What follows belongs to an exercise in optimizing a design on an open flow for small area, a short achievable clock period and few clock cycles per item; a production flow would make more cautious choices.
Function was not checked in any run shown here: the RTL went through the layout flow alone.
Power and IR drop assume default switching activity.

## flow/design.v (module list and top-level ports; edited modules follow where they fit)
// module fp_mult_stream: 1709 lines
// module fp_mult_stream_fa: 10 lines
// module fp_mult_stream_ha: 9 lines
// module fp_mult_stream_add: 307 lines
module fp_mult_stream #(
    parameter int WIDTH      = 32,
    parameter int INT_WIDTH  = 16,
    parameter int FRAC_WIDTH = 16,
    parameter int SIGNED     = 1,
    parameter int STAGES     = 3,
    parameter int ROUND      = 1
) (
    input  logic              clk,
    input  logic              reset,
    input  logic              in_valid,
    output logic              in_ready,
    input  logic [WIDTH-1:0]  left,
    input  logic [WIDTH-1:0]  right,
    output logic              out_valid,
    input  logic              out_ready,
    output logic [WIDTH-1:0]  out,
    output logic              ovf
);
  // ...
==> flow/flow/run.sh <==
#!/bin/bash
set -euo pipefail
bash standard.sh SETUP_SLACK_MARGIN=6.2 "BUFFER_PORTS_ARGS=-buffer_cell sky130_fd_sc_hd__buf_2" finish > standard_flow.log 2>&1
==> flow/standard.sh <==
#!/bin/bash
# synth_recipe.tcl (not shown) runs the flow's synth.tcl, then flattens the netlist and writes it again
# the make line also repeats each setting of config.mk as NAME=value (left out here)
make -C /OpenROAD-flow-scripts/flow DESIGN_CONFIG=/design/flow/config.mk WORK_HOME=/design/flow/orfs CLKGATE_MAP_FILE= SYNTH_SCRIPT=/design/flow/synth_recipe.tcl "${@:-finish}"
==> flow/config.mk <==
export PLATFORM = sky130hd
export DESIGN_NAME = fp_mult_stream
export DESIGN_NICKNAME = fp_mult_stream
export VERILOG_FILES = /design/flow/design.v
export SDC_FILE = /design/flow/constraint.sdc
export NUM_CORES = 4
export LEC_CHECK = 0
export ABC_AREA = 1
export CAP_MARGIN = 20
export CORE_MARGIN = 2
export CORE_UTILIZATION = 40
export SLEW_MARGIN = 20
export SYNTH_HIERARCHICAL = 1
==> flow/constraint.sdc <==
create_clock -name core_clock -period 10.0 [get_ports {clk}]
set_input_delay 2.0000 -clock core_clock [delete_from_list [all_inputs] [get_ports {clk}]]
set_output_delay 2.0000 -clock core_clock [all_outputs]
set_load 0.01 [all_outputs]
==> qor.yml, run 1 <==
cells_and_area:
  nNonClkInverters: 247
  post-route-util: 0.4486
  instances_no_fill: 4155
  nFillCells: 7661
power_and_ir_drop:
  vdd_drop_max_uv: 289.1
  sw_frac_of_total: 0.4594
grt:
  use_met3: 0.08030
  antenna_found_initial: 1
  grt_pass1_wl_mm: 155.9
  gr-max-usage-layer: "met2"
synthesis:
  syn-instance-count: 3060
  netlist_area_sq_mm: 0.03289
  ys_warn_count: 7
drt:
  met1_length_mm: 40.73
placed_design:
  port_buffers: 102
floorplanning:
  pin_count: 103
  n_tap_cell: 1070
  initial_utilization: 0.4025
timing:
  setup_tns_ns: 0
  skew_ns: 0.02618
  fin_ws_ns: 6.125
clock_network:
  clockBufferDepth: 3
  insertion_delay_ns: 0.58
  htreeDepth: 2
setup_path:
  end_kind: "output pin"
  startpoint: "res0_q[32]"
outcome:
  status: "finished clean"
==> run 2, diff against run 1 <==
--- a/flow/design.v
+++ b/flow/design.v
@@ -24,21 +24,24 @@
     logic [33:0]       res0_q, res1_q;      
     logic [33:0]       res_c;
     logic              push;
     logic [31:0]       a_q;
     logic [15:0]       one_q, two_q, neg_q;
     logic [15:0]       one_d, two_d, neg_d;
     logic [153:0]      cs_q;
     logic              sgn_q;
+    logic              res0_nov_q, res0_nsg_q;
     assign en        = ~res1_v_q;
     assign in_ready  = rdy_q;               
     assign push      = en & valid_q[2];
     assign out_valid = res0_v_q;
-    assign out       = res0_q[32] ? {res0_q[33], {31{~res0_q[33]}}} : res0_q[31:0];
+    assign out[15:0]  = res0_q[32] ? {16{~res0_q[33]}} : res0_q[15:0];
+    assign out[30:16] = res0_nov_q ? res0_q[30:16] : {15{res0_nsg_q}};
+    assign out[31]    = res0_nov_q ? res0_q[31] : ~res0_nsg_q;
     assign ovf       = res0_q[32];
     assign res1_v_d = res1_v_q ? ~out_ready : (push & res0_v_q & ~out_ready);
     always_ff @(posedge clk) begin
         if (reset) begin
             valid_q  <= '0;
             res0_v_q <= 1'b0;
             res1_v_q <= 1'b0;
             rdy_q    <= 1'b1;
@@ -58,16 +61,27 @@
             end
         end else if (push & (~res0_v_q | out_ready)) begin
             res0_q <= res_c;
         end
         if (~res1_v_q) begin
             res1_q <= res_c;
         end
     end
+    always_ff @(posedge clk) begin
+        if (res1_v_q) begin
+            if (out_ready) begin
+                res0_nov_q <= ~res1_q[32];
+                res0_nsg_q <= ~res1_q[33];
+            end
+        end else if (push & (~res0_v_q | out_ready)) begin
+            res0_nov_q <= ~res_c[32];
+            res0_nsg_q <= ~res_c[33];
+        end
+    end
     always_comb begin
         for (int j = 0; j < 16; j++) begin
             logic b2, b1, b0;
             b2 = right[2*j+1];
             b1 = right[2*j];
             b0 = (j > 0) ? right[2*j-1] : 1'b0;
             one_d[j] = b1 ^ b0;
             two_d[j] = (b2 & ~b1 & ~b0) | (~b2 & b1 & b0);
@@ -1712,16 +1726,35 @@
     input  logic b,
     input  logic c,
     output logic s,
     output logic co
 );
     assign s  = a ^ b ^ c;
     assign co = (a & b) | (a & c) | (b & c);
 endmodule
+module fp_mult_stream_fx (
+    input  logic a,
+    input  logic b,
+    input  logic c,
+    output logic s,
+    output logic co
+);
+    logic t;
+    fp_mult_stream_x2 u_x (.a(a), .b(b), .y(t));
+    assign s  = t ^ c;
+    assign co = (a & b) | (a & c) | (b & c);
+endmodule
+module fp_mult_stream_x2 (
+    input  logic a,
+    input  logic b,
+    output logic y
+);
+    assign y = a ^ b;
+endmodule
 module fp_mult_stream_ha (
     input  logic a,
     input  logic b,
     output logic s,
     output logic co
 );
     assign s  = a ^ b;
     assign co = a & b;
==> flow/flow/run.sh (replaced) <==
#!/bin/bash
set -euo pipefail
bash standard.sh SETUP_SLACK_MARGIN=6.3 "BUFFER_PORTS_ARGS=-buffer_cell sky130_fd_sc_hd__buf_2" finish > standard_flow.log 2>&1
--- a/flow/config.mk
+++ b/flow/config.mk
@@ -4,10 +4,11 @@
 export VERILOG_FILES = /design/flow/design.v
 export SDC_FILE = /design/flow/constraint.sdc
 export NUM_CORES = 4
 export LEC_CHECK = 0
 export ABC_AREA = 1
 export CAP_MARGIN = 20
 export CORE_MARGIN = 2
 export CORE_UTILIZATION = 40
+export CTS_BUF_LIST = sky130_fd_sc_hd__clkbuf_8
 export SLEW_MARGIN = 20
 export SYNTH_HIERARCHICAL = 1
==> run 2 against run 1 <==
Area after synthesis is 0.32% higher. Clock skew is 0.025 ns higher. Critical path depth is 2 lower. Still clean. Non-clock buffer count stayed put. Worst hold slack worse by 0.0020 ns. Core utilization is 0.47 points higher. Die area is 0.32% higher. Largest power group unchanged. Clock power is 4% lower.
==> qor.yml, run 2 <==
outcome:
  status: "finished clean"  # unchanged
setup_path:
  start_kind: "flop"  # unchanged
  r2r_slack_ns: 6.28  # was 6.22 ns
  critPathMaxStageDelay_ns: 0.41  # was 0.45 ns
  crit_slowest_cell: "edfxtp_1"  # unchanged
  cp.arrival_ns: 1.73  # was 1.88 ns
  cp_data_required_time_ns: 8.00  # about the same
  reg2reg_depth: 6  # was 9
  end_kind: "output pin"  # unchanged
  worstPathCellList: "buf_12 > clkinv_8 > nand2_8 > o21a_1 > buf_6"  # was clkinvlp_4 > nor2_4 > buf_6 > clkinvlp_4 > buf_6 > nand2_1 > buf_2
  startpoint: "res0_nov_q"  # was res0_q[32]
  r2r-start: "one_q[5]"  # was one_q[9]
  criticalPathCategory: "flop to output pin"  # unchanged
  reg2reg_to: "cs_q[114]"  # was cs_q[97]
  crit_path_max_fanout: 8  # was 7
cells_and_area:
  final_cell_mix: "xor2_1 (565), o22ai_1 (487), fa_1 (428)"  # was xor2_1 (566), o22ai_1 (486), fa_1 (427)
  reg_top3: "cs_q (154), res0_q (34), res1_q (34)"  # unchanged
  largest_register_ffs: 154  # unchanged
  final_common_cell: "xor2_1"  # unchanged
  largest-register: "cs_q"  # unchanged
  layout-drive-gt1-share: 0.1445  # was 0.1326
  syn_to_final_growth_pct: 12.43  # was 11.44%
  finish.net_count: 3743  # was 3719
drt:
  drt-vias-per-instance: 5.847  # was 5.826
  drcViolationCount: 0  # unchanged
  final_antenna_net_count: 0  # unchanged
  drt_iter0_drc: 2557  # was 2814
  num_vias: 24570  # was 24208
  routed_wl_mm: 105.9  # was 103.1 mm
  first_pass_iters: 6  # was 7
  wire_per_inst_um: 25.21  # was 24.82 um
floorplanning:
  core_area_sq_mm: 0.08185  # was 0.08172 sq mm
  fp.dieArea_sq_mm: 0.08481  # was 0.08454 sq mm
  core.rowCount: 105  # unchanged
  initial_utilization: 0.4032  # was 0.4025
  pin_count: 103  # unchanged
  die_w_um: 291.2  # was 290.8 um
  die_y_um: 291.2  # was 290.8 um
clock_network:
  root_buffer: "clkbuf_8"  # was clkbuf_16
  clockBufferDepth: 3  # unchanged
  cts_tree: "yes"  # unchanged
  insertion_delay_ns: 0.71  # was 0.58 ns
  cts_buffers: 61  # was 40
  htreeDepth: 2  # unchanged
  ctsHoldBuffers: 0  # unchanged
  clkSlewWorstSetupHoldPaths_ns: 0.06  # about the same
  cts_sinks: 310  # was 308
synthesis:
  syn-instance-count: 3063  # was 3060
  synth_nets: 3725  # was 3722
  ys_warn_count: 7  # unchanged
  netlist_area_sq_mm: 0.03300  # was 0.03289 sq mm
  synth.avg_cell_area_sq_um: 10.77  # was 10.75 sq um
timing:
  skew_ns: 0.05149  # was 0.02618 ns
  finalCritPeriodShare: 0.3726  # was 0.3875
  rsz0062_at_grt: "yes"  # unchanged
  setup_tns_ns: 0  # unchanged
  slew-limit-headroom: 0.3588  # was 0.3827
  fin_hold_ws_ns: 0.4605  # was 0.4624 ns
  setup_violations: 0  # unchanged
  final.min_clock_period_ns: 3.726  # was 3.875 ns
  max_freq_mhz: 268.4  # was 258.0 MHz
  hold_viol_final: 0  # unchanged
  worstMarginPinSlew_ns: 0.9517  # was 0.9260 ns
  slew_viol_final: 0  # unchanged
power_and_ir_drop:
  p_total_w: 0.01557  # was 0.01534 W
  powerDensity_mw_per_mm2: 419.7  # was 418.3 mW/mm^2
  leakage_nw: 15.68  # was 15.26 nW
  vdd_drop_max_uv: 321.9  # was 289.1 uV
placed_design:
  port_buffers: 102  # unchanged
  gp_congestion: 0.8760  # was 0.8821
  hpwlAfterDp_mm: 65.94  # was 63.95 mm
flow_run:
  max_cap_violations: 0  # unchanged
hold_path:
  min_to: "res1_q[33]"  # unchanged
  hold_depth: 0  # unchanged
  holdCritStartpoint: "sgn_q"  # unchanged
  hold_class: "flop to flop"  # unchanged
grt:
  first_global_vias: 25667  # was 25164
  antenna_found_initial: 2  # was 1
  grt_pass1_wl_mm: 158.5  # was 155.9 mm
  overflow: 0  # unchanged
  grt.total_usage: 0.2459  # was 0.2417
  grt_max_degree: 111  # was 114
==> run 2: area by class of cell <==
cell class,instances,area (sq um)
multi-input cells,2219,22000
inverters,266,1036
fillers,7559,44750
clock buffers,62,853.3
repair buffers,223,2181
clock inverters,48,425.4
well taps,1070,1339
diodes,4,10.01
flip-flops and latches,310,9259
==> run 2: power by group <==
part / internal, W / switching [W]
Clock: 0.000784 / 0.000588
Combinational: 0.00463 / 0.00645
Sequential: 0.00290 / 0.000220
Total: 0.00832 / 0.00726
==> run 2: what timing repair did <==
item / CTS / global route
gates resized for setup: 131 / 204
setup buffers: 20 / 8
pin swaps: 25 / 37
gates cloned: 3 / 6
endpoints found under the setup margin: 100 / 71
==> run 2: worst max path at each step <==
stage / cells past startpoint / endpoint
2_1_floorplan: 18 / res1_q[32]
3_3_place_gp: 19 / res0_q[32]
3_5_place_dp: 19 / res0_q[32]
4_1_cts: 5 / out[31]
5_1_grt: 21 / res0_q[32]
6_report: 5 / out[31]
==> run 2: metal layers <==
metal | track usage | routed length, um | vias up
met2 | 0.3709 | 45490 | 1749
met5 | 0 | 27 | -
met1 | 0.3128 | 39990 | 11982
met3 | 0.08781 | 14040 | 431
li1 | - | - | 10404
met4 | 0.1212 | 6380 | 4
==> run 2: worst max-delay path, delay by kind of cell, from the launching register on <==
kind	cells	cell delay [ns]
compound gates	1	0.15
buf+inv	3	0.37
simple gates	1	0.09
flops	1	0.41
==> run 2: through the flow <==
| stage | cells | utilization | instance area [sq um] | worst slack [ns] |
|---|---|---|---|---|
| floorplan | 3063 | - | 33010 | 6.417 |
| global placement | 4051 | 0.4173 | 34160 | 5.784 |
| detailed placement | 4051 | 0.4173 | 34160 | 5.748 |
| CTS | 4184 | 0.4417 | 36150 | 6.247 |
| global route | 4202 | 0.4533 | 37100 | 6.183 |
| finish | 4202 | 0.4533 | 37100 | 6.274 |
==> run 3, diff against run 2 <==
==> flow/flow/run.sh (replaced) <==
#!/bin/bash
set -euo pipefail
bash standard.sh SETUP_SLACK_MARGIN=6.35 "BUFFER_PORTS_ARGS=-buffer_cell sky130_fd_sc_hd__buf_2" finish > standard_flow.log 2>&1
--- a/flow/config.mk
+++ b/flow/config.mk
@@ -9,6 +9,8 @@
 export CAP_MARGIN = 20
 export CORE_MARGIN = 2
 export CORE_UTILIZATION = 40
-export CTS_BUF_LIST = sky130_fd_sc_hd__clkbuf_8
+export CTS_BUF_LIST = sky130_fd_sc_hd__clkbuf_16
+export CTS_CLUSTER_DIAMETER = 120
+export CTS_CLUSTER_SIZE = 30
 export SLEW_MARGIN = 20
 export SYNTH_HIERARCHICAL = 1
==> run 3 against run 2 <==
Die area is the same. Still clean. Synthesized cell count is the same. Flip-flop and latch count is the same. Global-route usage shrank 0.17 points. Critical path type is now flop to flop.
==> qor.yml, run 3 <==
drt:
  wire_per_inst_um: 25.72  # was 25.21 um
  first_pass_iters: 8  # was 6
  final_antenna_net_count: 0  # unchanged
  num_vias: 24505  # was 24570
  drt_iter0_drc: 2795  # was 2557
  drt-vias-per-instance: 5.932  # was 5.847
  drcViolationCount: 0  # unchanged
  routed_wl_mm: 106.3  # was 105.9 mm
setup_path:
  crit_slowest_cell: "fa_2"  # was edfxtp_1
  r2r-start: "cs_q[62]"  # was one_q[5]
  criticalPathCategory: "flop to flop"  # was flop to output pin
  r2r_slack_ns: 6.29  # was 6.28 ns
  start_kind: "flop"  # unchanged
  path_common_cell: "nand2_2"
  end_kind: "flop"  # was output pin
  cp_top_family: "adder cells"  # was flip-flops
  cp_num_buf_inv: 1  # was 3
  critPathMaxStageDelay_ns: 0.59  # was 0.41 ns
  crit_path_max_fanout: 3  # was 8
  cp.arrival_ns: 4.04  # was 1.73 ns
  cp_data_required_time_ns: 10.33  # was 8.00 ns
  reg2reg_to: "res0_q[32]"  # was cs_q[114]
  worstPathCellList: "fa_2 > fa_1 > ha_4 > ha_4 > nand2_4 > nor2_4 > nand2_4 > nor2_4 > nand3_2 > nand3_4 > inv_2 > nand2_2 > nand2_2 > nor2_1 > nand2_1 > nor2_1 > nand3_1 > nand3_2 > nand2_2"  # was buf_12 > clkinv_8 > nand2_8 > o21a_1 > buf_6
  reg2reg_depth: 19  # was 6
floorplanning:
  pin_count: 103  # unchanged
  die_y_um: 291.2  # unchanged
  initial_utilization: 0.4032  # unchanged
  core_area_sq_mm: 0.08185  # unchanged
  core.rowCount: 105  # unchanged
  fp.dieArea_sq_mm: 0.08481  # unchanged
  die_w_um: 291.2  # unchanged
grt:
  grt_pass1_wl_mm: 157.8  # was 158.5 mm
  grt.total_usage: 0.2442  # was 0.2459
  first_global_vias: 25307  # was 25667
  grt_max_degree: 111  # unchanged
  antenna_found_initial: 3  # was 2
  overflow: 0  # unchanged
hold_path:
  hold_class: "flop to flop"  # unchanged
  min_to: "res1_q[33]"  # unchanged
  holdCritStartpoint: "sgn_q"  # unchanged
  hold_depth: 0  # unchanged
timing:
  fin_ws_ns: 6.295  # was 6.274 ns
  setup_violations: 0  # unchanged
  finalCritPeriodShare: 0.3705  # was 0.3726
  rsz0062_at_grt: "yes"  # unchanged
  skew_ns: 0.05280  # was 0.05149 ns
  slew_viol_final: 0  # unchanged
  max_freq_mhz: 269.9  # was 268.4 MHz
  fin_hold_ws_ns: 0.4776  # was 0.4605 ns
  hold_viol_final: 0  # unchanged
  final.min_clock_period_ns: 3.705  # was 3.726 ns
  worstMarginPinSlew_ns: 0.9585  # was 0.9517 ns
  setup_tns_ns: 0  # unchanged
  slew-limit-headroom: 0.3610  # was 0.3588
clock_network:
  clkSlewWorstSetupHoldPaths_ns: 0.11  # was 0.06 ns
  insertion_delay_ns: 0.59  # was 0.71 ns
  ctsHoldBuffers: 0  # unchanged
  cts_buffers: 18  # was 61
  cts_tree: "yes"  # unchanged
  htreeDepth: 1  # was 2
  root_buffer: "clkbuf_16"  # was clkbuf_8
  cts_sinks: 310  # unchanged
  clockBufferDepth: 3  # unchanged
power_and_ir_drop:
  power_frac_comb: 0.735  # was 0.712
  leakage_nw: 15.38  # was 15.68 nW
  p_total_w: 0.01531  # was 0.01557 W
  power.switching_w: 0.007261  # was 0.007255 W
  internal-power_w: 0.008047  # was 0.008317 W
  vdd_drop_max_uv: 348.0  # was 321.9 uV
  clockPowerShare: 0.063  # was 0.088
  sw_frac_of_total: 0.4743  # was 0.4659
  seq_power_share: 0.202  # was 0.200
  powerDensity_mw_per_mm2: 418.4  # was 419.7 mW/mm^2
cells_and_area:
  finish.net_count: 3712  # was 3743
  layout-drive-gt1-share: 0.1307  # was 0.1445
  final_cell_mix: "xor2_1 (564), o22ai_1 (486), fa_1 (424)"  # was xor2_1 (565), o22ai_1 (487), fa_1 (428)
  reg_top3: "cs_q (154), res0_q (34), res1_q (34)"  # unchanged
  largest_register_ffs: 154  # unchanged
  syn_to_final_growth_pct: 10.87  # was 12.43%
  antenna_cells: 0  # was 4
  nFillCells: 7571  # was 7559
  largest-register: "cs_q"  # unchanged
  final_common_cell: "xor2_1"  # unchanged
flow_run:
  max_cap_violations: 0  # unchanged
placed_design:
  gp_congestion: 0.8760  # unchanged
  port_buffers: 102  # unchanged
  dp_slack_ns: 5.748  # unchanged
  hpwlAfterDp_mm: 65.94  # unchanged
synthesis:
  synth_nets: 3725  # unchanged
  syn-instance-count: 3063  # unchanged
  netlist_area_sq_mm: 0.03300  # unchanged
  ys_warn_count: 7  # unchanged
  synth.avg_cell_area_sq_um: 10.77  # unchanged
outcome:
  status: "finished clean"  # unchanged
==> run 3: power groups by stage <==
stage | registers [W] | logic, W | clock network [W]
6_report | 0.00310 | 0.0113 | 0.000961
5_1_grt | 0.00316 | 0.0128 | 0.00104
4_1_cts | 0.00311 | 0.0106 | 0.000997
3_5_place_dp | 0.00314 | 0.00987 | 0
3_3_place_gp | 0.00313 | 0.00971 | 0
2_1_floorplan | 0.00308 | 0.00697 | 0
==> run 3: routing by layer <==
metal	share of wire	vias up	routed length, um	track usage
met4	0.057	6	6053	0.1217
met3	0.13	416	13600	0.07864
met1	0.38	12035	40850	0.3159
li1	-	10313	-	-
met2	0.43	1735	45720	0.3681
met5	0.00029	-	31	0
==> run 3: how the worst max path moves through the flow <==
stage	startpoint	endpoint	slack (ns)	cells past startpoint
floorplan	cs_q[54]	res1_q[32]	6.42	18
global placement	cs_q[54]	res0_q[32]	5.78	19
detailed placement	cs_q[62]	res0_q[32]	5.75	19
CTS	cs_q[68]	res0_q[32]	6.32	19
global route	cs_q[74]	res0_q[32]	6.15	19
finish	cs_q[62]	res0_q[32]	6.29	19
==> run 3: area by class of cell <==
class,instances,area [sq um],area share
Clock buffer,18,450.4,0.01231
Clock inverter,13,269.0,0.007353
Inverter,266,1035,0.02828
Multi-Input combinational cell,2219,21920,0.5992
Sequential cell,310,9259,0.2531
Tap cell,1070,1339,0.03659
Timing Repair Buffer,235,2312,0.06320
==> run 3: what timing repair did <==
action,in CTS,in global routing
endpoints found under the setup margin,107,63
resized for setup,128,197
gates cloned,3,7
buffers inserted,28,11
pin swaps,25,42
==> run 3: through the flow <==
stage / cell area (sq um) / instances / util
3_3_place_gp: 34160 / 4051 / 0.4173
3_5_place_dp: 34160 / 4051 / 0.4173
6_report: 36590 / 4131 / 0.4470
5_1_grt: 36590 / 4131 / 0.4470
2_1_floorplan: 33010 / 3063 / -
4_1_cts: 35730 / 4113 / 0.4365
==> run 3: worst register-to-register path: stages, from the launching register on <==
cell	delay (ns)
edfxtp_1	0.44
fa_2	0.59
fa_1	0.45
ha_4	0.24
ha_4	0.29
nand2_4	0.06
nor2_4	0.14
nand2_4	0.08
nor2_4	0.20
nand3_2	0.12
nand3_4	0.12
inv_2	0.04
nand2_2	0.05
nand2_2	0.05
nor2_1	0.08
nand2_1	0.06
nor2_1	0.12
nand3_1	0.13
nand3_2	0.13
nand2_2	0.07

[port drivers added, routing unchanged]
In the flow no input, the clock included, has a driving cell. The finished layouts below were timed again as built, in two steps. Step 1 (the two cells are an assumption about what drives the block):
set clk [get_ports {clk}]
set_driving_cell -lib_cell sky130_fd_sc_hd__clkbuf_16 $clk
set_driving_cell -lib_cell sky130_fd_sc_hd__buf_2 [delete_from_list [all_inputs] $clk]
Step 2 adds t to the input delays and takes it off the output delays; t is the mean of the earliest and latest rising clock arrival at the registers after step 1. Input paths then give back, and output paths get back, about the clock's delay inside the block. Three values: no drivers, after step 1, after step 2; two values: the first two.
run | t (ns) | setup WS [ns] | worst setup path after step 2 | clock arrival spread, ns | worst data-port slew with drivers (ns)
run 1 | 0.623 | 6.125 / 6.065 / 6.219 | register to register | 0.026 / 0.026 | 0.07
run 2 | 0.750 | 6.274 / 6.210 / 6.282 | register to register | 0.052 / 0.051 | 0.04
run 3 | 0.629 | 6.295 / 6.295 / 6.295 | register to register | 0.053 / 0.053 | 0.04
After both steps setup and hold are still met in every run listed.
